Context: an optimization exercise on an open-source flow, tuned for small area, a short achievable clock period and few clock cycles per item. The choices shown serve that exercise and are no tape-out recipe.
Where RTL was checked, it was by simulation tests only, not by an equivalence proof against the original.
Only the layout flow was run in runs 1 to 3 and 7; the RTL was not checked for function there.

==> flow/design.v <==
`default_nettype none
module gf256_mul (
    input  wire [7:0] i_a,
    input  wire [7:0] i_b,
    output wire [7:0] o_p
);
    logic [14:0] prod;
    always_comb
    begin
        prod = '0;
        for (int mi = 0; mi < 8; mi++)
        begin
            prod = prod ^ ({15{i_b[mi]}} & ({7'b0, i_a} << mi));
        end
        for (int ri = 14; ri >= 8; ri--)
        begin
            prod = prod ^ ({15{prod[ri]}} & (15'h11D << (ri - 8)));
        end
    end
    assign o_p = prod[7:0];
endmodule
module gf256_inv (
    input  wire [7:0] i_x,
    output wire [7:0] o_y
);
    localparam logic [2047:0] INV_TAB = {
        256'hfd7eff7f75e8d442c9d38f03eab5e7e36ab2216db4f374faf1e2b186f0e63f14,
        256'h91190a9978767310d6d743f9f6c871293aa87d855a62f7d29ea3b86535a55912,
        256'hb6ae9a957b0764c5afbff2eb6beee587b7be089c3c0d3bce0546c234c69f821c,
        256'ha2c709ac94bddc0b5c0fbc9b4f44df18f50269532d273149b0e4cc7c1da1541b,
        256'hfcfecd84bb0677db79dafbe9d911d128322fec20b3ef8d524d17c4b95bca5724,
        256'h41370e9763cbc11361251a818c682338934567161e2b883004a64e92d5f85f36,
        256'he1150caba9cf22505e40c3a42e6f89486e338b264a1fd0708a2c56605139ed6c,
        256'h2a4b83a08055de90664c3ee058c072d8965daa3d98dd9dadba7aa747f48e0100
    };
    assign o_y = INV_TAB[8*i_x +: 8];
endmodule
`default_nettype wire
`timescale 1ns/100ps
`default_nettype none
module rs_bm_decoder (
    input  wire         i_clock,
    input  wire         i_arst_n,
    input  wire         i_start,
    input  wire  [47:0] i_synd,
    output logic [35:0] o_locator,
    output logic        o_ready
);
    logic       busy_q;
    logic       ready_q;
    logic [2:0] step_q;      
    logic       accept;
    logic       last;
    logic [7:0] q_q [0:5];
    logic [7:0] c_q [1:4];
    logic       xb1_q;
    logic [7:0] xb_q [2:4];
    logic [7:0] b_q;
    logic [2:0] len_q;
    logic [7:0] prod [1:4];
    logic [7:0] disc;
    logic [7:0] b_inv;
    logic [7:0] scale;
    logic [7:0] upd_term [2:4];
    logic       len_update;
    logic       s1_zero;
    assign accept  = i_start && !busy_q;
    assign last    = (step_q == 3'd5);
    assign s1_zero = (i_synd[7:0] == 8'h00);
    for (genvar i = 1; i <= 4; i++)
    begin : g_disc
        gf256_mul u_mul (.i_a(c_q[i]), .i_b(q_q[i]), .o_p(prod[i]));
    end
    assign disc = q_q[0] ^ prod[1] ^ prod[2] ^ prod[3] ^ prod[4];
    gf256_inv u_inv (.i_x(b_q), .o_y(b_inv));
    gf256_mul u_scale (.i_a(disc), .i_b(b_inv), .o_p(scale));
    for (genvar k = 2; k <= 4; k++)
    begin : g_upd
        gf256_mul u_mul (.i_a(scale), .i_b(xb_q[k]), .o_p(upd_term[k]));
    end
    assign len_update = busy_q && (disc != 8'h00) && ({len_q, 1'b0} <= {1'b0, step_q});
    always_ff @(posedge i_clock or negedge i_arst_n)
    begin
        if (!i_arst_n)
        begin
            busy_q  <= 1'b0;
            ready_q <= 1'b0;
            step_q  <= 3'd0;
        end
        else if (accept)
        begin
            busy_q  <= 1'b1;
            ready_q <= 1'b0;
            step_q  <= 3'd1;
        end
        else if (busy_q)
        begin
            step_q <= step_q + 3'd1;
            if (last)
            begin
                busy_q  <= 1'b0;
                ready_q <= 1'b1;
            end
        end
    end
    always_ff @(posedge i_clock)
    begin
        if (accept)
        begin
            q_q[0] <= i_synd[15:8];
            q_q[1] <= i_synd[7:0];
            q_q[2] <= i_synd[47:40];
            q_q[3] <= i_synd[39:32];
            q_q[4] <= i_synd[31:24];
            q_q[5] <= i_synd[23:16];
            c_q[1] <= i_synd[7:0];
            c_q[2] <= 8'h00;
            c_q[3] <= 8'h00;
            c_q[4] <= 8'h00;
            xb1_q  <= !s1_zero;
            xb_q[2] <= {7'b0, s1_zero};
            xb_q[3] <= 8'h00;
            xb_q[4] <= 8'h00;
            b_q    <= {i_synd[7:1], i_synd[0] | s1_zero};
            len_q  <= {2'b0, !s1_zero};
        end
        else
        begin
            q_q[0] <= q_q[5];
            for (int i = 1; i <= 5; i++)
            begin
                q_q[i] <= q_q[i-1];
            end
            c_q[1] <= c_q[1] ^ (scale & {8{xb1_q}});
            for (int k = 2; k <= 4; k++)
            begin
                c_q[k] <= c_q[k] ^ upd_term[k];
            end
            if (last)
            begin
                xb1_q   <= 1'b0;
                xb_q[2] <= 8'h00;
                xb_q[3] <= 8'h00;
                xb_q[4] <= 8'h00;
            end
            else if (len_update)
            begin
                xb1_q   <= 1'b1;     
                xb_q[2] <= c_q[1];
                xb_q[3] <= c_q[2];
                xb_q[4] <= c_q[3];
            end
            else
            begin
                xb1_q   <= 1'b0;     
                xb_q[2] <= {7'b0, xb1_q};
                xb_q[3] <= xb_q[2];
                xb_q[4] <= xb_q[3];
            end
            if (len_update)
            begin
                b_q   <= disc;
                len_q <= step_q + 3'd1 - len_q;
            end
        end
    end
    assign o_locator = {c_q[3], c_q[2], c_q[1], 8'h01, len_q, (len_q > 3'd3)};
    assign o_ready   = ready_q;
endmodule
`default_nettype wire
==> flow/run.sh <==
#!/bin/bash
# synth_recipe.tcl (not shown) runs the flow's synth.tcl, then flattens the netlist and writes it again
# the make line also repeats each setting of config.mk as NAME=value (left out here)
make -C /OpenROAD-flow-scripts/flow DESIGN_CONFIG=/design/flow/config.mk WORK_HOME=/design/flow/orfs CLKGATE_MAP_FILE= SYNTH_SCRIPT=/design/flow/synth_recipe.tcl finish
==> flow/config.mk <==
export PLATFORM = sky130hd
export DESIGN_NAME = rs_bm_decoder
export DESIGN_NICKNAME = rs_bm_decoder
export VERILOG_FILES = /design/flow/design.v
export SDC_FILE = /design/flow/constraint.sdc
export NUM_CORES = 4
export LEC_CHECK = 0
export CAP_MARGIN = 20
export CORE_MARGIN = 2
export CORE_UTILIZATION = 40
export SLEW_MARGIN = 20
==> flow/constraint.sdc <==
create_clock -name core_clock -period 19.0 [get_ports {i_clock}]
set_input_delay 3.8000 -clock core_clock [delete_from_list [all_inputs] [get_ports {i_clock}]]
set_output_delay 3.8000 -clock core_clock [all_outputs]
set_load 0.01 [all_outputs]
==> flow_summary.ini, run 1 <==
[outcome]
status = timing/DRC/antenna clean

[logic_synthesis]
synth.yosys.seq_area_share = 0.155
post_synth_instance_area_mm2 = 0.0164
ys_ff_latch = 121
synth_cell_types = 91
yosys.area.top_type = xnor2_1
avgSynthCellArea_um2 = 7.32
synthTopCellsByArea = xnor2_1 (17%), nand2_1 (15%), dfxtp_1 (13%)
synth_warnings = 10
synth.top_cell.area_share = 0.171
netlist_instances = 2236
netlist_top_cells_count = nand2_1 (633), xnor2_1 (319), nor2_1 (127), xor2_1 (121), dfxtp_1 (107)
synth_ff_type = dfxtp_1
synth-edff-count = 9
ys_async_sr_fraction = 0.0413
synth_most_common_cell = nand2_1

[clocking]
htreeDepth = 4
cts-resized-gates = 0
cts_root_buf = clkbuf_16
cts_num_sinks = 121
postCtsSetupRepairBufs = 0
numCtsBuffers = 17
clk_pin_slew_ns = 0.06
cts_hold_buf = 0
cts_tree = built
clockBufferDepth = 2
clock_latency_ns = 0.45

[grt]
grt_max_degree = 93
antenna_found_initial = 0
grt_pass1_vias = 14600
gr-total-overflow = 0
grt_first_pass_wirelength_um = 90600
grtUsageTotal = 0.282

[placement]
pre_cts_ws_ns = 11.03
hpwlAfterDp_um = 41500
io_buffers = 79
gp_congestion = 0.990

[cells_and_area]
drive_gt1_frac = 0.0554
n_antenna_cell = 0
area_delta_synth_final_pct = 8.05
fin_nets = 2218
final_util = 0.436

[worst_setup_path]
worst_path_largest_cell_delay_ns = 0.94
cp-start-kind = flop
cp_top_family = XOR/XNOR gates
crit_buf_inv = 2
critPathMaxFanout = 30
crit_type = reg -> reg
worstPathRequired_ns = 19.38
critical_path.cell_chain = inv_1, ha_1, nor3b_1, o21a_1, o221ai_1, o31ai_1, a2111oi_0, a31oi_1, inv_1, and3_1, or3_1, a21o_1, and2_1, xor3_2, nand2_1, xnor3_2, xor2_1, xnor2_1, xnor3_1, xnor3_1, nor2_1
critPathSlowestCell = edfxtp_1
crit_path_end_kind = flop
crit_arrival_ns = 8.53

[sta]
finalHoldViolCount = 0
finalCriticalPeriod_ns = 8.15
drv_slew = 0
period_share = 0.429
rsz0062_at_grt = false
timing.final.ws_setup_ns = 10.85
setup_tns_ns = 0
setup-violations-final = 0
clock_skew_ns = 0.0123
maxSlewHeadroom = 0.292
worst_slew_pin_slew_ns = 1.06
timing.fmax_mhz = 123

[detailed_routing]
routed_wl_um = 60000
ant_nets = 0
wl_per_cell_um = 22.3
drcViolationCount = 0
vias = 15600
first_pass_iters = 6
via_per_inst = 5.78
drt_iter0_drc = 1976

[floorplan]
die_height_um = 206
design.core.area_mm2 = 0.0406
die_area_mm2 = 0.0425
die_w_um = 206
num_rows = 74
start_util = 0.403
io-pin-count = 88

[worst_hold_path]
hold_path_class = reg -> reg

[job]
max_cap_violations = 0
## state kept, by name, indices dropped and copies added (netlist names)
register  cells
ready_q       1
b_q           8
len_q         3
q_q          48
c_q          32
xb_q         24
xb1_q         1
busy_q        1
step_q        3
## placed cells by master, fill, tap and decap left out, types with 18 or more instances in the layout
cell type / netlist / layout
dfxtp_1: 107 / 107
inv_1: 28 / 28
a211oi_1: 18 / 18
xnor3_1: 63 / 63
xor2_1: 121 / 120
clkdlybuf4s50_1: 0 / 79
clkbuf_16: 0 / 20
a21oi_1: 68 / 68
a31oi_1: 20 / 19
nor3_1: 37 / 37
mux2i_1: 30 / 30
nor2b_1: 31 / 31
nand3_1: 38 / 38
nand2b_1: 38 / 37
nor2_1: 127 / 126
o21ai_0: 72 / 72
xnor2_1: 319 / 318
buf_4: 21 / 27
nand2_1: 633 / 633
## per-layer routing
layer	GRT usage	routed length (um)	vias to the layer above
met3	0.0539	5760	137
met5	0	0	-
li1	-	-	7125
met4	0.105	2140	0
met1	0.381	25000	7478
met2	0.444	27100	843
## metrics by stage
step           cell area (um2)  hold WS [ns]  instances
2_1_floorplan            16400         0.399       2242
3_3_place_gp             17100         0.408       2665
3_5_place_dp             17100         0.405       2665
4_1_cts                  17700         0.419       2697
5_1_grt                  17700         0.439       2697
6_report                 17700         0.416       2697
## final cells by class
type                    count  area (um2)
clock inverters             6        55.1
well taps                 532         666
fillers                  4150       22900
inverters                  30         113
flip-flops and latches    121        2540
repair buffers            106         993
clock buffers              26         543
multi-input cells        1876       12800
## worst register-to-register path: stages (launching register included)
cell	delay (ns)
edfxtp_1	0.94
inv_1	0.36
ha_1	0.50
nor3b_1	0.79
o21a_1	0.26
o221ai_1	0.14
o31ai_1	0.13
a2111oi_0	0.15
a31oi_1	0.81
inv_1	0.21
and3_1	0.26
or3_1	0.39
a21o_1	0.18
and2_1	0.21
xor3_2	0.90
nand2_1	0.12
xnor3_2	0.44
xor2_1	0.19
xnor2_1	0.23
xnor3_1	0.45
xnor3_1	0.33
nor2_1	0.09
## kinds of logic (layout without fill, tap and decap cells)
logic type               count (synthesis)  count (layout)  share of synthesized area
XOR/XNOR                               531             531                      0.357
buffers and inverters                  245             168                     0.0682
other                                    2               8                   0.000459
AND/OR/NAND/NOR                        973             973                      0.252
flip-flops                             121             121                      0.155
multiplexers                            45              45                     0.0321
adder cells (fa/ha/maj)                 15              15                     0.0119
AO/OA/AOI/OAI                          304             304                      0.123
## path summary, 6_finish.rpt
kind | from | end | slack [ns] | cells after the start
min in group asynchronous | i_arst_n | step_q[0] | 3.57 | 1
setup reg to reg | b_q[1] | c_q[3][5] | 10.85 | 21
max in group asynchronous | i_arst_n | step_q[2] | 15.24 | 1
hold reg to reg | q_q[5][7] | q_q[0][7] | 0.42 | 2
hold / removal | q_q[5][7] | q_q[0][7] | 0.42 | 2
setup / recovery | b_q[1] | c_q[3][5] | 10.85 | 21
==> inputs of run 2 (changes only) <==
--- a/flow/config.mk
+++ b/flow/config.mk
@@ -7,5 +7,5 @@
 export LEC_CHECK = 0
 export CAP_MARGIN = 20
 export CORE_MARGIN = 2
-export CORE_UTILIZATION = 40
+export CORE_UTILIZATION = 70
 export SLEW_MARGIN = 20
==> flow_summary.ini, run 2 <==
[outcome]
status = timing/DRC/antenna clean

[cells_and_area]
layout_commonest_cell = nand2_1
post-route-cell-area_mm2 = 0.0173
reg.largest.list = q_q x48, c_q x32, xb_q x24
drive_gt1_frac = 0.0542
fin_nets = 2212
finalNonFillerCells = 2472
final_util = 0.761
area_delta_synth_final_pct = 5.96
final_cell_mix = nand2_1 (633), xnor2_1 (318), nor2_1 (126)
n_antenna_cell = 0
largest_reg_flops = 48
regMostFlops = q_q

[grt]
grt_first_pass_wirelength_um = 92000
grt_max_degree = 93
grtUsageTotal = 0.491
grt_pass1_vias = 16200
antenna_found_initial = 0
gr-total-overflow = 0

[logic_synthesis]
synth.yosys.seq_area_share = 0.155
synthTopCellsByArea = xnor2_1 (17%), nand2_1 (15%), dfxtp_1 (13%)
synth_warnings = 10
synth.top_cell.area_share = 0.171
ys_async_sr_fraction = 0.0413
synth_most_common_cell = nand2_1
synth_ff_type = dfxtp_1
post_synth_instance_area_mm2 = 0.0164
avgSynthCellArea_um2 = 7.32
synth_cell_types = 91
netlist_instances = 2236
ys_ff_latch = 121
yosys.area.top_type = xnor2_1
synth-edff-count = 9
netlist_top_cells_count = nand2_1 (633), xnor2_1 (319), nor2_1 (127), xor2_1 (121), dfxtp_1 (107)

[worst_setup_path]
worst_path_largest_cell_delay_ns = 0.98
crit_path_end_kind = flop
cp-start-kind = flop
critPathMaxFanout = 24
critical_path.cell_chain = inv_1, ha_1, nor3b_1, o21a_1, o221ai_1, o31ai_1, a2111oi_0, a31oi_1, inv_1, and3_1, or3_1, a21o_1, and2_1, xnor3_2, xnor2_1, mux2i_1, mux2_2, xor2_1, xnor2_1, xnor3_1, and2_1
crit_type = reg -> reg
worstPathRequired_ns = 19.35
crit_arrival_ns = 8.85
critPathSlowestCell = xnor2_1

[sta]
setup_tns_ns = 0
setup-violations-final = 0
clock_skew_ns = 0.0206
worst_slew_pin_slew_ns = 1.23
maxSlewHeadroom = 0.176
finalHoldViolCount = 0
finalCriticalPeriod_ns = 8.50
timing.fmax_mhz = 118
timing.final.ws_setup_ns = 10.50
drv_slew = 0
period_share = 0.447
rsz0062_at_grt = false

[worst_hold_path]
hold_path_class = reg -> reg

[floorplan]
die_w_um = 157
design.core.area_mm2 = 0.0228
start_util = 0.718
die_height_um = 157
io-pin-count = 88
die_area_mm2 = 0.0246
num_rows = 55

[clocking]
clockBufferDepth = 2
numCtsBuffers = 17
cts_num_sinks = 121
htreeDepth = 4
clk_pin_slew_ns = 0.08
cts-resized-gates = 0
postCtsSetupRepairBufs = 0
cts_hold_buf = 0
clock_latency_ns = 0.45
cts_tree = built
cts_root_buf = clkbuf_16

[placement]
hpwlAfterDp_um = 39800
io_buffers = 79
gp_congestion = 1.05
pre_cts_ws_ns = 11.20
post_dp_cell_area_mm2 = 0.0167
dp_cells = 2439

[detailed_routing]
dr_wl_met2_um = 25600
wl_met3_um = 9430
vias = 17000
routed_wl_um = 61400
drt_iter0_drc = 3041
ant_nets = 0
highest_layer = met4
wl_per_cell_um = 24.8
via_per_inst = 6.89
first_pass_iters = 7
drt-met1-wl_um = 20600
drcViolationCount = 0

[job]
max_cap_violations = 0
run 2: area by class of cell:
type,instances,area [um2]
repair buffers,100,968
clock buffers,17,425
clock inverters,15,130
flip-flops and latches,121,2540
fillers,1530,5450
inverters,30,113
multi-input cells,1876,12800
well taps,313,392
run 2: worst paths after layout:
kind / start / endpoint / slack, ns / depth (start not counted)
max in group asynchronous: i_arst_n / step_q[2] / 15.22 / 1
worst min-delay path: q_q[5][2] / q_q[0][2] / 0.43 / 2
worst min register to register: q_q[5][2] / q_q[0][2] / 0.43 / 2
worst max register to register: b_q[1] / c_q[3][2] / 10.50 / 21
worst max-delay path: b_q[1] / c_q[3][2] / 10.50 / 21
min in group asynchronous: i_arst_n / step_q[1] / 3.58 / 1
run 2: cell families (layout without fill, tap and decap cells):
logic type / count (synthesis) / after routing / synth area share
buffers and inverters: 245 / 162 / 0.0682
adders and majority gates: 15 / 15 / 0.0119
and+or+nand+nor: 973 / 973 / 0.252
muxes: 45 / 45 / 0.0321
other: 2 / 8 / 0.000459
AOI/OAI and AO/OA: 304 / 304 / 0.123
xor gates and xnor gates: 531 / 531 / 0.357
DFF: 121 / 121 / 0.155
run 2: per-layer routing:
metal  GRT usage  vias up
met5           0        -
met4       0.361        0
met3       0.155      543
met2       0.719     1631
met1       0.605     7744
li1            -     7126
run 2: critical path, delay by kind of cell (launching register included):
kind	cells	cell delay [ns]
flip-flops	1	0.97
adder cells (fa/ha/maj)	1	0.45
AND/OR/NAND/NOR	5	1.70
AO/OA/AOI/OAI	6	1.76
buffers and inverters	2	0.55
XOR/XNOR	5	2.40
multiplexers	2	0.57
run 2: metrics by stage:
| step | hold slack, ns |
|---|---|
| 2_1_floorplan | 0.399 |
| 6_report | 0.426 |
| 5_1_grt | 0.466 |
| 3_5_place_dp | 0.416 |
| 3_3_place_gp | 0.402 |
| 4_1_cts | 0.427 |
==> inputs of run 3 (changes only) <==
--- a/flow/config.mk
+++ b/flow/config.mk
@@ -7,5 +7,5 @@
 export LEC_CHECK = 0
 export CAP_MARGIN = 20
 export CORE_MARGIN = 2
-export CORE_UTILIZATION = 70
+export CORE_UTILIZATION = 55
 export SLEW_MARGIN = 20
==> flow_summary.ini, run 3 <==
[cells_and_area]
n_antenna_cell = 0
largest_reg_flops = 48
layout_commonest_cell = nand2_1
regMostFlops = q_q
reg.largest.list = q_q x48, c_q x32, xb_q x24
fin_nets = 2214
area_delta_synth_final_pct = 6.74
drive_gt1_frac = 0.0556
post-route-cell-area_mm2 = 0.0175
final_cell_mix = nand2_1 (633), xnor2_1 (317), nor2_1 (126)

[detailed_routing]
via_per_inst = 6.17
wl_per_cell_um = 23.5
ant_nets = 0
drt_iter0_drc = 2118
drcViolationCount = 0
first_pass_iters = 6
vias = 15700
routed_wl_um = 60000

[sta]
holdWs_ns = 0.428
worst_slew_pin_slew_ns = 1.04
maxSlewHeadroom = 0.308
finalHoldViolCount = 0
period_share = 0.424
clock_skew_ns = 0.0136
rsz0062_at_grt = false
timing.fmax_mhz = 124
setup-violations-final = 0
finalCriticalPeriod_ns = 8.05
drv_slew = 0
timing.final.ws_setup_ns = 10.95
setup_tns_ns = 0

[worst_hold_path]
hold_path_class = reg -> reg

[logic_synthesis]
avgSynthCellArea_um2 = 7.32
post_synth_instance_area_mm2 = 0.0164
synth_most_common_cell = nand2_1
ys_async_sr_fraction = 0.0413
ys_ff_latch = 121
yosys.area.top_type = xnor2_1
netlist_top_cells_count = nand2_1 (633), xnor2_1 (319), nor2_1 (127), xor2_1 (121), dfxtp_1 (107)
synthTopCellsByArea = xnor2_1 (17%), nand2_1 (15%), dfxtp_1 (13%)
synth_ff_type = dfxtp_1
synth-edff-count = 9
synth_warnings = 10
synth.yosys.seq_area_share = 0.155
synth.top_cell.area_share = 0.171
synth_cell_types = 91
netlist_instances = 2236

[grt]
use_met3 = 0.0863
busiest_layer = met2
grt_max_degree = 92
grt_first_pass_wirelength_um = 91500
use_met1 = 0.513
grt_pass1_vias = 15000
gr-total-overflow = 0
grtUsageTotal = 0.388
antenna_found_initial = 2
grt_use_met2 = 0.597

[outcome]
status = timing/DRC/antenna clean

[worst_setup_path]
crit_type = reg -> reg
critPathSlowestCell = edfxtp_1
cp-start-kind = flop
critPathMaxFanout = 30
crit_arrival_ns = 8.43
critical_path.cell_chain = inv_1, ha_1, nor3b_1, o21a_1, o221ai_1, o31ai_1, a2111oi_0, a31oi_1, inv_1, and3_1, or3_1, a21o_1, and2_1, xor3_2, nand2_1, xnor3_2, xor2_1, xnor2_1, xnor3_1, xnor3_1, nor2_1
worstPathRequired_ns = 19.38
worst_path_largest_cell_delay_ns = 0.91
crit_path_end_kind = flop

[placement]
post_dp_cell_area_mm2 = 0.0169
pre_cts_ws_ns = 11.01
gp_congestion = 1.01
io_buffers = 79
hpwlAfterDp_um = 41600

[floorplan]
die_w_um = 176
start_util = 0.555
design.core.area_mm2 = 0.0295
num_rows = 63
die_area_mm2 = 0.0311
io-pin-count = 88
die_height_um = 176

[clocking]
htreeDepth = 4
cts_num_sinks = 121
numCtsBuffers = 17
cts_tree = built
cts_root_buf = clkbuf_16
clockBufferDepth = 2
clk_pin_slew_ns = 0.07
clock_latency_ns = 0.45
cts_hold_buf = 0
postCtsSetupRepairBufs = 0
cts-resized-gates = 0

[job]
max_cap_violations = 0
[run 3: cell types whose count changed in the layout (fill, tap and decap cells not counted)]
| cell | previous run | this run |
|---|---|---|
| inv_4 | 0 | 1 |
| buf_4 | 20 | 22 |
| xnor2_1 | 318 | 317 |
| clkinvlp_4 | 3 | 4 |
| clkinv_1 | 3 | 2 |
| inv_8 | 3 | 1 |
| clkinv_4 | 3 | 2 |
| bufinv_16 | 0 | 1 |
| xnor2_2 | 14 | 15 |
[run 3: path summary, 6_finish.rpt]
kind | to | start | slack (ns) | cells past startpoint
min in group asynchronous | step_q[2] | i_arst_n | 3.58 | 1
worst min register to register | q_q[0][2] | q_q[5][2] | 0.43 | 2
worst max-delay path | c_q[3][5] | b_q[1] | 10.95 | 21
worst max register to register | c_q[3][5] | b_q[1] | 10.95 | 21
max in group asynchronous | step_q[1] | i_arst_n | 15.22 | 1
worst min-delay path | q_q[0][2] | q_q[5][2] | 0.43 | 2
[run 3: routing by layer]
layer,vias to the layer above,share of wire
li1,7113,-
met1,7446,0.40
met2,970,0.44
met3,205,0.11
met4,4,0.051
met5,-,0.00047
[run 3: critical path: cells and delay by family, from the launching register on]
kind	cells	cell delay (ns)
AO/OA/AOI/OAI	6	1.71
XOR/XNOR	6	2.54
adder cells (fa/ha/maj)	1	0.51
buffers and inverters	2	0.56
flip-flops	1	0.91
AND/OR/NAND/NOR	6	1.72
[run 3: through the flow]
step | utilization | instances
floorplan | - | 2242
global placement | 0.572 | 2518
detailed placement | 0.572 | 2518
CTS | 0.591 | 2549
global route | 0.592 | 2550
finish | 0.592 | 2550
[run 3: final cells by class]
cell class                      count  area (um2)
Sequential cell                   121        2540
Inverter                           30         113
Tap cell                          390         488
Multi-Input combinational cell   1876       12800
Clock inverter                     14         139
Clock buffer                       17         425
Fill cell                        2742       12000
Timing Repair Buffer              102         983
[run 3: cells by family (layout without fill, tap and decap cells)]
logic type / after synthesis / count (layout) / synth area share
simple gates: 973 / 973 / 0.252
xor+xnor: 531 / 531 / 0.357
compound gates: 304 / 304 / 0.123
buf+inv: 245 / 163 / 0.0682
flops: 121 / 121 / 0.155
mux: 45 / 45 / 0.0321
fa+ha+maj: 15 / 15 / 0.0119
other cells: 2 / 8 / 0.000459
==> inputs of run 4 (changes only) <==
--- a/flow/design.v
+++ b/flow/design.v
@@ -52,32 +52,38 @@
     logic       accept;
     logic       last;
     logic [7:0] q_q [0:5];
-    logic [7:0] c_q [1:4];
+    logic [7:0] c_q [1:3];
+    logic [7:0] p4_q;
     logic       xb1_q;
-    logic [7:0] xb_q [2:4];
-    logic [7:0] b_q;
+    logic [7:0] xb_q [2:3];
+    logic [7:0] binv_q;
     logic [2:0] len_q;
-    logic [7:0] prod [1:4];
+    logic [7:0] prod [1:3];
     logic [7:0] disc;
-    logic [7:0] b_inv;
+    logic [7:0] inv_in;
+    logic [7:0] inv_out;
     logic [7:0] scale;
-    logic [7:0] upd_term [2:4];
+    logic       take_p4;
+    logic [7:0] upd2_in;
+    logic [7:0] upd2;
+    logic [7:0] upd3;
     logic       len_update;
     logic       s1_zero;
     assign accept  = i_start && !busy_q;
     assign last    = (step_q == 3'd5);
     assign s1_zero = (i_synd[7:0] == 8'h00);
-    for (genvar i = 1; i <= 4; i++)
+    for (genvar i = 1; i <= 3; i++)
     begin : g_disc
         gf256_mul u_mul (.i_a(c_q[i]), .i_b(q_q[i]), .o_p(prod[i]));
     end
-    assign disc = q_q[0] ^ prod[1] ^ prod[2] ^ prod[3] ^ prod[4];
-    gf256_inv u_inv (.i_x(b_q), .o_y(b_inv));
-    gf256_mul u_scale (.i_a(disc), .i_b(b_inv), .o_p(scale));
-    for (genvar k = 2; k <= 4; k++)
-    begin : g_upd
-        gf256_mul u_mul (.i_a(scale), .i_b(xb_q[k]), .o_p(upd_term[k]));
-    end
+    assign disc = q_q[0] ^ prod[1] ^ prod[2] ^ prod[3] ^ p4_q;
+    assign inv_in = busy_q ? disc : i_synd[7:0];
+    gf256_inv u_inv (.i_x(inv_in), .o_y(inv_out));
+    gf256_mul u_scale (.i_a(disc), .i_b(binv_q), .o_p(scale));
+    assign take_p4 = busy_q && (step_q == 3'd4) && (len_q == 3'd1);
+    assign upd2_in = take_p4 ? q_q[3] : xb_q[2];
+    gf256_mul u_upd2 (.i_a(scale), .i_b(upd2_in), .o_p(upd2));
+    gf256_mul u_upd3 (.i_a(scale), .i_b(xb_q[3]), .o_p(upd3));
     assign len_update = busy_q && (disc != 8'h00) && ({len_q, 1'b0} <= {1'b0, step_q});
     always_ff @(posedge i_clock or negedge i_arst_n)
     begin
@@ -105,6 +111,7 @@
     end
     always_ff @(posedge i_clock)
     begin
+        p4_q <= take_p4 ? upd2 : 8'h00;
         if (accept)
         begin
             q_q[0] <= i_synd[15:8];
@@ -116,12 +123,10 @@
             c_q[1] <= i_synd[7:0];
             c_q[2] <= 8'h00;
             c_q[3] <= 8'h00;
-            c_q[4] <= 8'h00;
-            xb1_q  <= !s1_zero;
+            xb1_q   <= !s1_zero;
             xb_q[2] <= {7'b0, s1_zero};
             xb_q[3] <= 8'h00;
-            xb_q[4] <= 8'h00;
-            b_q    <= {i_synd[7:1], i_synd[0] | s1_zero};
+            binv_q <= {inv_out[7:1], inv_out[0] | s1_zero};
             len_q  <= {2'b0, !s1_zero};
         end
         else
@@ -132,35 +137,30 @@
                 q_q[i] <= q_q[i-1];
             end
             c_q[1] <= c_q[1] ^ (scale & {8{xb1_q}});
-            for (int k = 2; k <= 4; k++)
-            begin
-                c_q[k] <= c_q[k] ^ upd_term[k];
-            end
+            c_q[2] <= c_q[2] ^ (take_p4 ? 8'h00 : upd2);
+            c_q[3] <= c_q[3] ^ upd3;
             if (last)
             begin
                 xb1_q   <= 1'b0;
                 xb_q[2] <= 8'h00;
                 xb_q[3] <= 8'h00;
-                xb_q[4] <= 8'h00;
             end
             else if (len_update)
             begin
                 xb1_q   <= 1'b1;     
                 xb_q[2] <= c_q[1];
                 xb_q[3] <= c_q[2];
-                xb_q[4] <= c_q[3];
             end
             else
             begin
                 xb1_q   <= 1'b0;     
                 xb_q[2] <= {7'b0, xb1_q};
                 xb_q[3] <= xb_q[2];
-                xb_q[4] <= xb_q[3];
             end
             if (len_update)
             begin
-                b_q   <= disc;
-                len_q <= step_q + 3'd1 - len_q;
+                binv_q <= inv_out;
+                len_q  <= step_q + 3'd1 - len_q;
             end
         end
     end
--- a/flow/config.mk
+++ b/flow/config.mk
@@ -5,7 +5,7 @@
 export SDC_FILE = /design/flow/constraint.sdc
 export NUM_CORES = 4
 export LEC_CHECK = 0
-export CAP_MARGIN = 20
+export CAP_MARGIN = 85
 export CORE_MARGIN = 2
-export CORE_UTILIZATION = 55
-export SLEW_MARGIN = 20
+export CORE_UTILIZATION = 40
+export SLEW_MARGIN = 85
==> flow_summary.ini, run 4 <==
[cells_and_area]
drive_gt1_frac = 0.353
area_delta_synth_final_pct = 53.8
layout_commonest_cell = nand2_1
fin_nets = 2208
largest_reg_flops = 48
finalNonFillerCells = 2609
reg.largest.list = q_q x48, c_q x24, xb_q x16
n_antenna_cell = 0
post-route-cell-area_mm2 = 0.0216
final_util = 0.624
final_cell_mix = nand2_1 (540), xnor2_1 (137), clkdlybuf4s50_1 (110)
regMostFlops = q_q

[clocking]
clk_pin_slew_ns = 0.06
clock_latency_ns = 0.44
cts_root_buf = clkbuf_16
cts_hold_buf = 0
postCtsSetupRepairBufs = 0
htreeDepth = 4
numCtsBuffers = 17
clockBufferDepth = 2
cts-resized-gates = 0
cts_num_sinks = 113
cts_tree = built

[grt]
gr-total-overflow = 0
grt_pass1_vias = 14600
grt_max_degree = 26
antenna_found_initial = 4
use_met3 = 0.0593
use_met1 = 0.407
busiest_layer = met2
grt_first_pass_wirelength_um = 85500
grtUsageTotal = 0.304
grt_use_met2 = 0.477

[logic_synthesis]
synth_cell_types = 75
synth_most_common_cell = nand2_1
yosys.area.top_type = xnor2_1
synthAdderAreaFrac = 0.0148
ys_ff_latch = 113
synth.top_cell.area_share = 0.161
avgSynthCellArea_um2 = 7.19
netlist_top_cells_count = nand2_1 (574), xnor2_1 (257), nor2_1 (127), clkbuf_1 (116), dfxtp_1 (99)
synthMuxAreaShare = 0.0344
synth.yosys.seq_area_share = 0.170
synth_ff_type = dfxtp_1
synth_top_family_by_area = XOR/XNOR gates
synth_compound_area_frac = 0.153
netlist_instances = 1949
synth_xor_area_frac = 0.330
synthSimpleGateAreaFrac = 0.236
synthTopCellsByArea = xnor2_1 (16%), nand2_1 (15%), dfxtp_1 (14%)
post_synth_instance_area_mm2 = 0.0140
synth_warnings = 9
synth-edff-count = 9
ys_async_sr_fraction = 0.0442

[placement]
pre_cts_ws_ns = 10.52
io_buffers = 79
dp_cells = 2531
gp_congestion = 1.02
hpwlAfterDp_um = 40900
post_dp_cell_area_mm2 = 0.0191

[detailed_routing]
drt_iter0_drc = 1813
vias = 15600
routed_wl_um = 58900
drcViolationCount = 0
via_per_inst = 5.97
first_pass_iters = 6
wl_per_cell_um = 22.6
ant_nets = 0

[floorplan]
design.core.area_mm2 = 0.0345
io-pin-count = 88
start_util = 0.406
die_area_mm2 = 0.0366
die_height_um = 191
die_w_um = 191
num_rows = 68

[sta]
rsz0062_at_grt = false
setup_tns_ns = 0
timing.fmax_mhz = 101
holdWs_ns = 0.423
timing.final.ws_setup_ns = 9.07
drv_slew = 0
clock_skew_ns = 0.00995
period_share = 0.523
finalCriticalPeriod_ns = 9.93
finalHoldViolCount = 0
setup-violations-final = 0

[worst_setup_path]
cp-start-kind = input port
crit_path_end_kind = flop
critPathMaxFanout = 15
crit_arrival_ns = 10.11
r2r_end = binv_q[3]
reg2reg_depth = 32
rrSetupSlack_ns = 9.98
crit_type = in -> reg
rr_startpoint = q_q[3][6]
worstPathRequired_ns = 19.18

[worst_hold_path]
holdPathEnd = q_q[0][4]
hold_start = q_q[5][4]
whs_path_depth = 2
hold_path_class = reg -> reg

[job]
max_cap_violations = 0

[outcome]
status = timing/DRC/antenna clean
==> run 4: changes by cell type after synthesis, sizes merged, moves of 19 or more <==
cell | before | now
a21oi | 69 | 91
nor2b | 31 | 12
xnor2 | 333 | 265
xor2 | 124 | 94
nand2b | 38 | 6
buf | 112 | 66
nand2 | 635 | 578
==> run 4: kinds of logic after synthesis <==
family	after synthesis
flops	113
simple gates	816
other cells	2
compound gates	340
mux	42
xor+xnor	418
fa+ha+maj	16
buf+inv	202
==> run 4: how the worst max path moves through the flow <==
| stage | start | endpoint | slack, ns | cells after the start |
|---|---|---|---|---|
| 2_1_floorplan | i_synd[2] | binv_q[5] | 12.47 | 11 |
| 3_3_place_gp | i_synd[2] | binv_q[1] | 11.02 | 12 |
| 3_5_place_dp | i_synd[2] | binv_q[0] | 10.52 | 20 |
| 4_1_cts | i_synd[2] | binv_q[0] | 10.97 | 20 |
| 5_1_grt | i_synd[1] | binv_q[3] | 8.85 | 21 |
| 6_report | i_synd[1] | binv_q[3] | 9.07 | 21 |
==> run 4: final cells by class <==
cell class | instances | area, um2
inverter | 20 | 95.1
timing repair buffer | 349 | 3040
fill | 2762 | 13000
clock inverter | 9 | 97.6
sequential | 113 | 2580
clock buffer | 23 | 564
tap | 455 | 569
multi-input combinational | 1640 | 14600
==> run 4: layer usage <==
layer  up-vias  part of all wire
li1       6805                 -
met1      7513              0.39
met2      1020              0.46
met3       224              0.10
met4         4             0.042
met5         -           0.00054
==> run 4: critical path, stage by stage <==
cell and delay [ns]:
clkdlybuf4s50_1 0.45, mux2i_2 0.20, buf_8 0.20, buf_6 0.22, inv_8 0.11, ha_1 0.21, buf_4 0.19, o21ai_2 0.19
nor2_1 0.08, a2111oi_4 0.18, clkdlybuf4s50_1 0.53, clkdlybuf4s50_1 0.48, clkdlybuf4s50_1 0.49, clkdlybuf4s50_1 0.48, clkdlybuf4s50_1 0.48, clkdlybuf4s50_1 0.48
clkdlybuf4s50_1 0.47, clkdlybuf4s50_1 0.49, a21oi_2 0.05, a31oi_1 0.20, o21ai_0 0.10
Testbench counts of run 4, summed over its fixed seeds: cycles 9,608, decodes 1,600.
==> inputs of run 5 (changes only) <==
--- a/flow/config.mk
+++ b/flow/config.mk
@@ -5,7 +5,7 @@
 export SDC_FILE = /design/flow/constraint.sdc
 export NUM_CORES = 4
 export LEC_CHECK = 0
-export CAP_MARGIN = 85
+export CAP_MARGIN = 0
 export CORE_MARGIN = 2
 export CORE_UTILIZATION = 40
-export SLEW_MARGIN = 85
+export SLEW_MARGIN = 0
==> flow_summary.ini, run 5 <==
[outcome]
status = timing/DRC/antenna clean

[cells_and_area]
multi_input_area_mm2 = 0.0109
final_util = 0.449
final_cell_mix = nand2_1 (574), xnor2_1 (256), nor2_1 (126)
reg.largest.list = q_q x48, c_q x24, xb_q x16
n_antenna_cell = 0
regMostFlops = q_q
area_delta_synth_final_pct = 10.6
fillers = 3562
largest_reg_flops = 48
fin_nets = 1964
drive_gt1_frac = 0.0586
ff_latch_area_mm2 = 0.00238
layout_commonest_cell = nand2_1

[clocking]
clock_latency_ns = 0.44
numCtsBuffers = 17
htreeDepth = 4
cts_root_buf = clkbuf_16
cts_tree = built
clk_pin_slew_ns = 0.06
postCtsSetupRepairBufs = 0
cts-resized-gates = 0
cts_hold_buf = 0
clockBufferDepth = 2
cts_num_sinks = 113

[logic_synthesis]
synth_most_common_cell = nand2_1
synth.yosys.seq_area_share = 0.170
synth_top_family_by_area = XOR/XNOR gates
synthAdderAreaFrac = 0.0148
synth.top_cell.area_share = 0.161
synth-edff-count = 9
post_synth_instance_area_mm2 = 0.0140
synth_xor_area_frac = 0.330
synthMuxAreaShare = 0.0344
avgSynthCellArea_um2 = 7.19
netlist_top_cells_count = nand2_1 (574), xnor2_1 (257), nor2_1 (127), clkbuf_1 (116), dfxtp_1 (99)
synth_ff_type = dfxtp_1
synth_cell_types = 75
synth_compound_area_frac = 0.153
synthTopCellsByArea = xnor2_1 (16%), nand2_1 (15%), dfxtp_1 (14%)
yosys.area.top_type = xnor2_1
ys_ff_latch = 113
synth_warnings = 9
synthSimpleGateAreaFrac = 0.236
netlist_instances = 1949
ys_async_sr_fraction = 0.0442

[worst_setup_path]
rrSetupSlack_ns = 11.21
cp-start-kind = flop
crit_type = reg -> reg
critPathMaxFanout = 21
crit_path_end_kind = flop
crit_arrival_ns = 8.16
worstPathRequired_ns = 19.37

[sta]
rsz0062_at_grt = false
drv_slew = 0
finalCriticalPeriod_ns = 7.79
setup_tns_ns = 0
clock_skew_ns = 0.00934
worst_slew_pin_slew_ns = 1.32
setup-violations-final = 0
period_share = 0.410
maxSlewHeadroom = 0.111
finalHoldViolCount = 0
timing.fmax_mhz = 128

[placement]
hpwlAfterDp_um = 35500
gp_congestion = 1.02
io_buffers = 79

[detailed_routing]
ant_nets = 0
dr_wl_met2_um = 22600
vias = 14000
drt-met1-wl_um = 21900
routed_wl_um = 51600
highest_layer = met5
via_per_inst = 5.92
drt_iter0_drc = 1696
wl_per_cell_um = 21.8
first_pass_iters = 8
wl_met3_um = 5360
drcViolationCount = 0

[grt]
grt_pass1_vias = 13000
gr-total-overflow = 0
antenna_found_initial = 1
grtUsageTotal = 0.282
grt_first_pass_wirelength_um = 79000
grt_max_degree = 80

[floorplan]
die_area_mm2 = 0.0366
die_w_um = 191
io-pin-count = 88
start_util = 0.406
die_height_um = 191
design.core.area_mm2 = 0.0345
num_rows = 68

[worst_hold_path]
hold_path_class = reg -> reg

[job]
max_cap_violations = 0
==> run 5: cell counts after synthesis <==
Identical to the previous run, type by type.
==> run 5: kinds of logic (layout without fill, tap and decap cells) <==
| family | count (synthesis) | in the layout |
|---|---|---|
| buffers and inverters | 202 | 157 |
| AND/OR/NAND/NOR | 816 | 816 |
| adder cells (fa/ha/maj) | 16 | 16 |
| flip-flops | 113 | 113 |
| multiplexers | 42 | 42 |
| AO/OA/AOI/OAI | 340 | 340 |
| other | 2 | 8 |
| XOR/XNOR | 418 | 418 |
==> run 5: final cells by class <==
cell class	count	area share
clock buffers	19	0.0293
clock inverters	13	0.0113
inverters	20	0.00484
multi-input cells	1640	0.701
flip-flops and latches	113	0.153
well taps	455	0.0367
repair buffers	105	0.0636
==> run 5: path summary, 6_finish.rpt <==
check,end,startpoint,depth (start not counted)
max,c_q[2][3],c_q[1][7],19
max in group asynchronous,step_q[0],i_arst_n,1
min reg2reg,q_q[5][3],q_q[4][3],2
min in group asynchronous,step_q[1],i_arst_n,1
min,q_q[5][3],q_q[4][3],2
max reg2reg,c_q[2][3],c_q[1][7],19
==> run 5: worst max-delay path, cell delays in order (launching register included) <==
cell and delay (ns):
dfxtp_1 0.80, nand2_1 0.15, xor2_1 0.20, xnor2_1 0.24, xnor3_1 0.44, xnor2_4 0.43
xnor2_1 0.16, xnor2_1 1.03, nand2_1 0.17, xor2_1 0.22, xnor2_1 0.20, xnor3_1 0.57
xnor2_2 0.88, nor2_1 0.15, xor2_1 0.21, xnor2_1 0.35, xnor3_2 0.60, xnor3_1 0.41
or3_1 0.32, a21oi_1 0.14
==> run 5: through the flow <==
| stage | instances | hold slack, ns | worst slack (ns) | area (um2) |
|---|---|---|---|---|
| after floorplan | 1955 | 0.399 | 12.47 | 14000 |
| after global routing | 2365 | 0.432 | 10.87 | 15500 |
| after detailed placement | 2333 | 0.405 | 11.08 | 14900 |
| after CTS | 2365 | 0.421 | 11.30 | 15500 |
| final | 2365 | 0.419 | 11.21 | 15500 |
| after global placement | 2333 | 0.404 | 11.02 | 14900 |
==> run 5: metal layers <==
layer	GRT usage	vias to the layer above
met4	0.103	2
met5	0	-
li1	-	6345
met2	0.432	876
met1	0.393	6635
met3	0.0545	143
==> inputs of run 6 (changes only) <==
--- a/flow/config.mk
+++ b/flow/config.mk
@@ -5,7 +5,7 @@
 export SDC_FILE = /design/flow/constraint.sdc
 export NUM_CORES = 4
 export LEC_CHECK = 0
-export CAP_MARGIN = 0
+export CAP_MARGIN = 20
 export CORE_MARGIN = 2
 export CORE_UTILIZATION = 40
-export SLEW_MARGIN = 0
+export SLEW_MARGIN = 20
==> flow_summary.ini, run 6 <==
[clocking]
htreeDepth = 4
clk_pin_slew_ns = 0.06
cts-resized-gates = 0
clockBufferDepth = 2
numCtsBuffers = 17
cts_num_sinks = 113
postCtsSetupRepairBufs = 0
cts_hold_buf = 0
clock_latency_ns = 0.44
cts_root_buf = clkbuf_16
cts_tree = built

[cells_and_area]
finalNonFillerCells = 2365
final_cell_mix = nand2_1 (574), xnor2_1 (255), nor2_1 (125)
area_delta_synth_final_pct = 10.2
regMostFlops = q_q
fillers = 3552
fin_nets = 1964
largest_reg_flops = 48
layout_commonest_cell = nand2_1
drive_gt1_frac = 0.0597
n_antenna_cell = 0
reg.largest.list = q_q x48, c_q x24, xb_q x16

[logic_synthesis]
synth_cell_types = 75
synth-edff-count = 9
netlist_top_cells_count = nand2_1 (574), xnor2_1 (257), nor2_1 (127), clkbuf_1 (116), dfxtp_1 (99)
ys_ff_latch = 113
synthSimpleGateAreaFrac = 0.236
avgSynthCellArea_um2 = 7.19
synth_ff_type = dfxtp_1
synthMuxAreaShare = 0.0344
synth_top_family_by_area = XOR/XNOR gates
synth.top_cell.area_share = 0.161
synth_warnings = 9
netlist_instances = 1949
synth.yosys.seq_area_share = 0.170
synthTopCellsByArea = xnor2_1 (16%), nand2_1 (15%), dfxtp_1 (14%)
synth_most_common_cell = nand2_1
synthAdderAreaFrac = 0.0148
synth_xor_area_frac = 0.330
ys_async_sr_fraction = 0.0442
synth_compound_area_frac = 0.153
yosys.area.top_type = xnor2_1
post_synth_instance_area_mm2 = 0.0140

[floorplan]
die_w_um = 191
start_util = 0.406
die_area_mm2 = 0.0366
num_rows = 68
io-pin-count = 88
design.core.area_mm2 = 0.0345
die_height_um = 191

[placement]
io_buffers = 79
hpwlAfterDp_um = 35500
dp_cells = 2333
gp_congestion = 1.02

[sta]
clock_skew_ns = 0.00837
setup-violations-final = 0
rsz0062_at_grt = false
finalHoldViolCount = 0
finalCriticalPeriod_ns = 7.67
worst_slew_pin_slew_ns = 1.05
drv_slew = 0
maxSlewHeadroom = 0.300
setup_tns_ns = 0
period_share = 0.404
timing.fmax_mhz = 130

[worst_setup_path]
crit_path_end_kind = flop
rr_startpoint = c_q[3][7]
crit_type = reg -> reg
worstPathRequired_ns = 19.30
crit_start = c_q[3][7]
crit_arrival_ns = 7.97
critPathMaxFanout = 14
cp-start-kind = flop

[worst_hold_path]
hold_start = q_q[4][7]
hold_path_class = reg -> reg

[grt]
grtUsageTotal = 0.280
grt_max_degree = 80
gr-total-overflow = 0
antenna_found_initial = 1
grt_first_pass_wirelength_um = 78400
grt_pass1_vias = 12900

[detailed_routing]
wl_per_cell_um = 21.7
via_per_inst = 5.86
drt_iter0_drc = 1659
vias = 13900
first_pass_iters = 5
ant_nets = 0
drcViolationCount = 0
routed_wl_um = 51400

[job]
max_cap_violations = 0

[outcome]
status = timing/DRC/antenna clean
==> run 6: cell counts after synthesis <==
No cell type changed its count.
==> run 6: worst paths after layout <==
check / depth (start not counted) / end / slack (ns)
max reg2reg: 19 / c_q[3][4] / 11.33
max: 19 / c_q[3][4] / 11.33
min reg2reg: 2 / q_q[5][7] / 0.42
min: 2 / q_q[5][7] / 0.42
min in group asynchronous: 1 / step_q[1] / 3.60
max in group asynchronous: 1 / step_q[0] / 15.19
==> run 6: kinds of logic (layout without fill, tap and decap cells) <==
logic type / count (synthesis) / after routing
xor+xnor: 418 / 418
buf+inv: 202 / 157
mux: 42 / 42
fa+ha+maj: 16 / 16
compound gates: 340 / 340
flops: 113 / 113
simple gates: 816 / 816
other cells: 2 / 8
==> run 6: through the flow <==
| step | utilization | cell area (um2) | worst slack, ns | hold WS (ns) |
|---|---|---|---|---|
| finish | 0.447 | 15400 | 11.33 | 0.422 |
| floorplan | - | 14000 | 12.47 | 0.399 |
| global route | 0.447 | 15400 | 11.11 | 0.435 |
| global placement | 0.431 | 14900 | 11.02 | 0.404 |
| detailed placement | 0.431 | 14900 | 11.25 | 0.407 |
| CTS | 0.447 | 15400 | 11.49 | 0.422 |
==> run 6: area by class of cell <==
class	count	area, um2	share of cell area
clock inverter	14	128	0.00826
timing repair buffer	105	986	0.0638
clock buffer	18	429	0.0278
tap	455	569	0.0369
inverter	20	75.1	0.00486
sequential	113	2380	0.154
multi-input combinational	1640	10900	0.704
==> run 6: worst max-delay path, cell delays in order (launching register included) <==
cell     delay [ns]
dfxtp_1        0.83
nand2_1        0.19
xor2_2         0.22
xnor3_2        0.55
xnor2_4        0.27
xnor3_1        0.53
xor3_1         0.74
nand2_1        0.15
xnor2_1        0.22
xnor3_1        0.43
xnor3_2        0.60
xor2_1         0.58
buf_4          0.28
nand2_1        0.08
xnor3_1        0.34
xor2_1         0.18
xnor2_1        0.48
xor3_1         0.58
xnor3_1        0.22
nor2_1         0.04
==> run 6: routing by layer <==
layer | vias to the layer above | routed length (um) | global-route usage
met3 | 136 | 5160 | 0.0514
met4 | 0 | 1740 | 0.107
li1 | 6358 | - | -
met2 | 805 | 22400 | 0.427
met1 | 6568 | 22100 | 0.391
met5 | - | 0 | 0
==> inputs of run 7 (changes only) <==
--- a/flow/design.v
+++ b/flow/design.v
@@ -19,21 +19,59 @@
     end
     assign o_p = prod[7:0];
 endmodule
-module gf256_inv (
-    input  wire [7:0] i_x,
-    output wire [7:0] o_y
-);
-    localparam logic [2047:0] INV_TAB = {
-        256'hfd7eff7f75e8d442c9d38f03eab5e7e36ab2216db4f374faf1e2b186f0e63f14,
-        256'h91190a9978767310d6d743f9f6c871293aa87d855a62f7d29ea3b86535a55912,
-        256'hb6ae9a957b0764c5afbff2eb6beee587b7be089c3c0d3bce0546c234c69f821c,
-        256'ha2c709ac94bddc0b5c0fbc9b4f44df18f50269532d273149b0e4cc7c1da1541b,
-        256'hfcfecd84bb0677db79dafbe9d911d128322fec20b3ef8d524d17c4b95bca5724,
-        256'h41370e9763cbc11361251a818c682338934567161e2b883004a64e92d5f85f36,
-        256'he1150caba9cf22505e40c3a42e6f89486e338b264a1fd0708a2c56605139ed6c,
-        256'h2a4b83a08055de90664c3ee058c072d8965daa3d98dd9dadba7aa747f48e0100
-    };
-    assign o_y = INV_TAB[8*i_x +: 8];
+module gf256_inv (input wire [7:0] i_x, output wire [7:0] o_y);
+    wire [7:0] c; wire [7:0] r;
+    assign c[0] = i_x[0] ^ i_x[1] ^ i_x[3] ^ i_x[5];
+    assign c[1] = i_x[1] ^ i_x[4] ^ i_x[7];
+    assign c[2] = i_x[7];
+    assign c[3] = i_x[1] ^ i_x[6];
+    assign c[4] = i_x[4] ^ i_x[7];
+    assign c[5] = i_x[1] ^ i_x[3] ^ i_x[4];
+    assign c[6] = i_x[2] ^ i_x[5] ^ i_x[6];
+    assign c[7] = i_x[5];
+    function automatic [3:0] m4(input [3:0] a, input [3:0] b);
+        reg [6:0] p; integer i;
+        begin
+            p = 7'd0;
+            for (i = 0; i < 4; i = i + 1) p = p ^ ({7{b[i]}} & ({3'b0, a} << i));
+            for (i = 6; i >= 4; i = i - 1) p = p ^ ({7{p[i]}} & (7'h13 << (i - 4)));
+            m4 = p[3:0];
+        end
+    endfunction
+    wire [3:0] a1 = c[7:4];
+    wire [3:0] a0 = c[3:0];
+    wire [3:0] s1 = m4(a1, a1);
+    wire [3:0] dl = m4(s1, 4'd15) ^ m4(a1, a0) ^ m4(a0, a0);
+    reg  [3:0] di;
+    always @* case (dl)
+        4'd0: di = 4'd0;
+        4'd1: di = 4'd1;
+        4'd2: di = 4'd9;
+        4'd3: di = 4'd14;
+        4'd4: di = 4'd13;
+        4'd5: di = 4'd11;
+        4'd6: di = 4'd7;
+        4'd7: di = 4'd6;
+        4'd8: di = 4'd15;
+        4'd9: di = 4'd2;
+        4'd10: di = 4'd12;
+        4'd11: di = 4'd5;
+        4'd12: di = 4'd10;
+        4'd13: di = 4'd4;
+        4'd14: di = 4'd3;
+        4'd15: di = 4'd8;
+        default: di = 4'd0;
+    endcase
+    assign r[7:4] = m4(a1, di);
+    assign r[3:0] = m4(a0 ^ a1, di);
+    assign o_y[0] = r[0] ^ r[2] ^ r[4] ^ r[5] ^ r[7];
+    assign o_y[1] = r[1] ^ r[4];
+    assign o_y[2] = r[1] ^ r[3] ^ r[4] ^ r[6] ^ r[7];
+    assign o_y[3] = r[1] ^ r[2] ^ r[5];
+    assign o_y[4] = r[2] ^ r[4];
+    assign o_y[5] = r[7];
+    assign o_y[6] = r[1] ^ r[3] ^ r[4];
+    assign o_y[7] = r[2];
 endmodule
 `default_nettype wire
 `timescale 1ns/100ps
==> flow_summary.ini, run 7 <==
[sta]
worst_slew_pin_slew_ns = 1.14
clock_skew_ns = 0.0146
drv_slew = 0
maxSlewHeadroom = 0.237
setup-violations-final = 0
rsz0062_at_grt = false
setup_tns_ns = 0
period_share = 0.524
finalHoldViolCount = 0
holdWs_ns = 0.422
finalCriticalPeriod_ns = 9.97
timing.fmax_mhz = 100

[cells_and_area]
drive_gt1_frac = 0.0584
fin_nets = 1666
area_delta_synth_final_pct = 12.0
post-route-cell-area_mm2 = 0.0140
final_util = 0.456
multi_input_area_mm2 = 0.00950
final_cell_mix = nand2_1 (493), xnor2_1 (286), xor2_1 (113)
regMostFlops = q_q
ff_latch_area_mm2 = 0.00238
largest_reg_flops = 48
fillers = 3055
reg.largest.list = q_q x48, c_q x24, xb_q x16
layout_commonest_cell = nand2_1

[worst_setup_path]
critPathSlowestCell = mux2i_1
cp-start-kind = input port
crit_buf_inv = 3
worst_path_largest_cell_delay_ns = 0.76
crit_arrival_ns = 10.14
cp_top_family = XOR/XNOR gates
critPathMaxFanout = 12
critical_path.cell_chain = clkdlybuf4s50_1, xor2_1, xnor2_1, nor2_1, a21oi_1, inv_1, ha_1, o211ai_1, o31ai_1, o311ai_1, a21boi_1, xor2_1, inv_1, ha_1, mux2_1, mux2i_1, nor2b_1, xnor2_1, xnor3_1, xor3_1, xnor3_1, nand2b_1
crit_path_end_kind = flop
worstPathRequired_ns = 19.18
crit_type = in -> reg

[logic_synthesis]
netlist_instances = 1592
ys_ff_latch = 113
yosys.area.top_type = xnor2_1
synth.yosys.seq_area_share = 0.190
synth_warnings = 10
synth_cell_types = 67
synth-edff-count = 9
synth_ff_type = dfxtp_1
synthTopCellsByArea = xnor2_1 (20%), dfxtp_1 (16%), nand2_1 (15%)
netlist_top_cells_count = nand2_1 (493), xnor2_1 (286), xor2_1 (113), nor2_1 (100), dfxtp_1 (99)
ys_async_sr_fraction = 0.0442
avgSynthCellArea_um2 = 7.84
synth.top_cell.area_share = 0.201
synth_most_common_cell = nand2_1
post_synth_instance_area_mm2 = 0.0125

[placement]
hpwlAfterDp_um = 25700
io_buffers = 79
post_dp_cell_area_mm2 = 0.0134
gp_congestion = 0.901

[detailed_routing]
drt_iter0_drc = 718
first_pass_iters = 5
routed_wl_um = 35600
vias = 10200
via_per_inst = 5.10
ant_nets = 0
drcViolationCount = 0
wl_per_cell_um = 17.7

[floorplan]
die_w_um = 181
io-pin-count = 88
die_area_mm2 = 0.0327
design.core.area_mm2 = 0.0307
num_rows = 64
die_height_um = 181
start_util = 0.407

[grt]
grt_max_degree = 49
grtUsageTotal = 0.219
gr-total-overflow = 0
antenna_found_initial = 1
grt_pass1_vias = 9850
grt_first_pass_wirelength_um = 56700

[clocking]
clk_pin_slew_ns = 0.07
cts-resized-gates = 0
htreeDepth = 4
numCtsBuffers = 17
cts_hold_buf = 0
postCtsSetupRepairBufs = 0
clock_latency_ns = 0.42
cts_root_buf = clkbuf_16
cts_tree = built
cts_num_sinks = 113
clockBufferDepth = 2

[worst_hold_path]
hold_path_class = reg -> reg

[outcome]
status = timing/DRC/antenna clean

[job]
max_cap_violations = 0
==> run 7: area by class of cell <==
type / instances / area share
multi-input combinational: 1340 / 0.680
inverter: 30 / 0.00805
sequential: 113 / 0.170
tap: 396 / 0.0354
clock buffer: 17 / 0.0304
antenna: 1 / 0.000179
clock inverter: 15 / 0.0117
timing repair buffer: 94 / 0.0646
==> run 7: routing by layer <==
| layer | up-vias | wire length (um) | track usage |
|---|---|---|---|
| met2 | 342 | 16500 | 0.356 |
| met3 | 35 | 2270 | 0.0323 |
| met5 | - | 0 | 0 |
| li1 | 4974 | - | - |
| met1 | 4888 | 16400 | 0.308 |
| met4 | 0 | 446 | 0.0458 |
==> run 7: stage by stage <==
| step | instances | setup WS [ns] |
|---|---|---|
| after global placement | 1973 | 8.76 |
| after global routing | 2005 | 8.55 |
| after detailed placement | 1973 | 8.59 |
| after floorplan | 1598 | 10.25 |
| after CTS | 2005 | 9.01 |
| final | 2006 | 9.03 |
==> run 7: final timing paths <==
| path | to | depth (start not counted) | slack (ns) | start |
|---|---|---|---|---|
| setup reg to reg | binv_q[0] | 24 | 9.99 | c_q[3][7] |
| max in group asynchronous | step_q[1] | 1 | 15.19 | i_arst_n |
| hold reg to reg | q_q[5][5] | 2 | 0.42 | q_q[4][5] |
| hold / removal | q_q[5][5] | 2 | 0.42 | q_q[4][5] |
| setup / recovery | binv_q[0] | 22 | 9.03 | i_synd[6] |
| min in group asynchronous | step_q[2] | 1 | 3.61 | i_arst_n |
==> run 7: kinds of logic after synthesis <==
logic type / share of synthesized area
simple gates: 0.221
xor+xnor: 0.428
other cells: 0.000601
fa+ha+maj: 0.0204
flops: 0.190
compound gates: 0.0508
buf+inv: 0.0518
mux: 0.0367
==> run 7: worst register-to-register path, delay by kind of cell, from the launching register on <==
family                   cells  cell delay [ns]
XOR/XNOR                    13             4.82
adder cells (fa/ha/maj)      3             0.97
buffers and inverters        2             0.27
flip-flops                   1             0.79
multiplexers                 3             1.54
AND/OR/NAND/NOR              3             0.37

[port drivers added, routing unchanged]
Ports are ideal in the flow. The routed layouts listed here were re-timed in OpenROAD. Step 1 (the two cells are an assumption about what drives the block):
set clk [get_ports {i_clock}]
set_driving_cell -lib_cell sky130_fd_sc_hd__clkbuf_16 $clk
set_driving_cell -lib_cell sky130_fd_sc_hd__buf_2 [delete_from_list [all_inputs] $clk]
Step 2 adds t to the input delays and takes it off the output delays; t is the mean of the earliest and latest rising clock arrival at the registers after step 1. Input paths then give back, and output paths get back, about the clock's delay inside the block. a / b / c = ideal / step 1 / step 2; a / b = the first two.
| run | t (ns) | setup slack, ns | worst setup path at the end | slew at the worst register clock pin (ns) | cell pins on the clock port's net |
|---|---|---|---|---|---|
| run 1 | 0.499 | 10.848 / 10.848 / 10.848 | register to register | 0.06 / 0.06 | 1 |
| run 2 | 0.497 | 10.501 / 10.501 / 10.501 | register to register | 0.08 / 0.08 | 1 |
| run 3 | 0.497 | 10.948 / 10.948 / 10.948 | register to register | 0.07 / 0.07 | 1 |
| run 4 | 0.482 | 9.069 / 9.094 / 8.612 | input to register | 0.07 / 0.07 | 1 |
| run 5 | 0.484 | 11.211 / 11.211 / 10.762 | input to register | 0.06 / 0.06 | 1 |
| run 6 | 0.479 | 11.329 / 11.329 / 11.046 | input to register | 0.06 / 0.06 | 1 |
| run 7 | 0.466 | 9.035 / 9.059 / 8.593 | input to register | 0.07 / 0.07 | 1 |
After both steps every run listed still meets setup and hold. For run 4, which loses most, drivers alone change the setup slack by +0.025 ns; drivers and shift together by -0.457 ns.
